From an optimization exercise on the open Yosys and OpenROAD flow, aimed at small area, a short achievable clock period and few clock cycles per item; shortcuts taken in it are not production practice.
At most, simulation tests tie the RTL to the original design; equivalence was not proved.

== the reference run ==
// octahedral_normal_encoder_unit
module octahedral_normal_encoder_unit #(
    parameter int COMP_WIDTH = 16
) (
    input  logic                         i_clk,
    input  logic                         i_rst_n,
    input  logic                         i_valid,
    output logic                         o_stall,
    input  logic signed [COMP_WIDTH-1:0] i_comp_x,
    input  logic signed [COMP_WIDTH-1:0] i_comp_y,
    input  logic signed [COMP_WIDTH-1:0] i_comp_z,
    output logic                         o_valid,
    input  logic                         i_stall,
    output logic [31:0]                  o_packed_oct,
    output logic                         o_zero_vector
);
clock: 5.0 ns
lec_check: 0
cap_margin: 20
core_margin: 2
core_utilization: 40
setup_slack_margin: 2.0
slew_margin: 20
run.sh (not shown) runs the stock make flow with config.mk's settings and CLKGATE_MAP_FILE= SYNTH_SCRIPT=/design/flow/synth_recipe.tcl, a recipe that flattens the netlist after the stock synthesis.
Edits applied to the flow inputs when going from the reference run to the trial run:
--- a/flow/design.v
+++ b/flow/design.v
@@ -34,23 +34,23 @@
     assign o_low_u = {i_low_u[QB-2:0], ~o_rem_u[LW]};
     assign o_low_v = {i_low_v[QB-2:0], ~o_rem_v[LW]};
 endmodule
 module octne_add #(
     parameter int W = 16
 ) (
     input  logic [W-1:0] i_a,
     input  logic [W-1:0] i_b,
     input  logic         i_cin,
     output logic [W-1:0] o_s
 );
-    localparam int NL = $clog2(W + 1);
+    localparam int NL = (W >= 32) ? 6 : (W >= 16) ? 5 : (W >= 8) ? 4 : (W >= 4) ? 3 : 2;
     logic [W:0] g [0:NL];
     logic [W:0] p [0:NL];
     genvar i, l;
     generate
         assign g[0][0] = i_cin;
         assign p[0][0] = 1'b0;
         for (i = 0; i < W; i++) begin : g_pg
             assign g[0][i+1] = i_a[i] & i_b[i];
             assign p[0][i+1] = i_a[i] ^ i_b[i];
         end
         for (l = 0; l < NL; l++) begin : g_lvl
@@ -271,28 +271,28 @@
         w_zero  = ~(|w_den);
         w_tie_u = ~w_den[0] & (~(|w_rem_u) |
                   ~(|((w_rem_u ^ w_dx) ^ {(w_rem_u[RW-2:0] | w_dx[RW-2:0]), 1'b0})));
         w_tie_v = ~w_den[0] & (~(|w_rem_v) |
                   ~(|((w_rem_v ^ w_dx) ^ {(w_rem_v[RW-2:0] | w_dx[RW-2:0]), 1'b0})));
         w_m_u   = (w_nx & ~w_fold) ? 16'hffff : ((w_fold & ~w_nx) ? 16'h7fff : 16'h0000);
         w_m_v   = (w_ny & ~w_fold) ? 16'hffff : ((w_fold & ~w_ny) ? 16'h7fff : 16'h0000);
         w_c_u   = w_fold ? (w_tie_u ^ w_nx) : w_nx;
         w_c_v   = w_fold ? (w_tie_v ^ w_ny) : w_ny;
     end
     octne_add #(.W(16)) u_out_u (
-        .i_a({1'b0, w_q_u} ^ w_m_u), .i_b('0), .i_cin(w_c_u), .o_s(w_inc_u));
+        .i_a({1'b0, w_q_u} ^ w_m_u), .i_b('0), .i_cin(1'b1), .o_s(w_inc_u));
     octne_add #(.W(16)) u_out_v (
-        .i_a({1'b0, w_q_v} ^ w_m_v), .i_b('0), .i_cin(w_c_v), .o_s(w_inc_v));
+        .i_a({1'b0, w_q_v} ^ w_m_v), .i_b('0), .i_cin(1'b1), .o_s(w_inc_v));
     always_comb begin
-        n_u   = w_inc_u ^ {w_fold & w_nx, 15'd0};
-        n_v   = w_inc_v ^ {w_fold & w_ny, 15'd0};
+        n_u   = (w_c_u ? w_inc_u : ({1'b0, w_q_u} ^ w_m_u)) ^ {w_fold & w_nx, 15'd0};
+        n_v   = (w_c_v ? w_inc_v : ({1'b0, w_q_v} ^ w_m_v)) ^ {w_fold & w_ny, 15'd0};
         w_fin = {w_zero, w_zero ? 32'd0 : {n_v, n_u}};
     end
     assign w_fin_v = w_vld[QB-1];
     logic [32:0] r_skid, r_out;
     always_ff @(posedge i_clk) begin
         if (w_adv) begin
             r_skid <= w_fin;
         end
         if (~r_hv | w_pop) begin
             r_out <= r_sv ? r_skid : w_fin;
         end
The final design utilization of the trial run exceeds that of the reference run by 2.9 points.
Against the reference run, the trial run comes in 4.6% lower on final weighted congestion of routability-driven global placement.
The run showing the smaller setup slack after layout is the trial run.
The net total in the final layout reported for the trial run is smaller than that of the reference run by 88.
Against the reference run, the trial run reports a share of the cycle needed by the critical path after routing that is higher.
The trial run vs the reference run, flip-flop and latch share of the layout cell area went down by 1.9 points.
Required time of the critical path, the trial run and the reference run, higher one = the reference run.
The trial run: flow completed, timing, DRC and antenna clean
Testbench counts of the trial run, summed over its fixed seeds: cycles 12,152, items 12,000.
No functional check of the RTL was part of the reference run.

afterwards: timing with drivers on the ports:
The results above use ideal ports. As a check the final layouts listed here were re-extracted and re-timed, cells and wires unchanged. Step 1: set_driving_cell puts a clkbuf_16 on i_clk and a buf_2 on each other input, an assumption about the parent block. Step 2 moves the port delays by t, midway between the first and last clock arrival at a register: inputs arrive t later, outputs are due t later. That takes back most of the time a late clock gives input paths. Slacks: ideal / step 1 / step 2; pairs: ideal / step 1.
| run | t (ns) | setup WS [ns] | hold WS [ns] |
|---|---|---|---|
| the reference run | 0.879 | 1.427 / 1.427 / 1.408 | 0.393 / 0.393 / 0.393 |
| the trial run | 0.863 | 1.274 / 1.274 / 1.274 | 0.380 / 0.380 / 0.380 |
After both steps every run listed still meets setup and hold. For the reference run, which loses most, drivers alone change the setup slack by 0.000 ns; drivers and shift together by -0.019 ns.
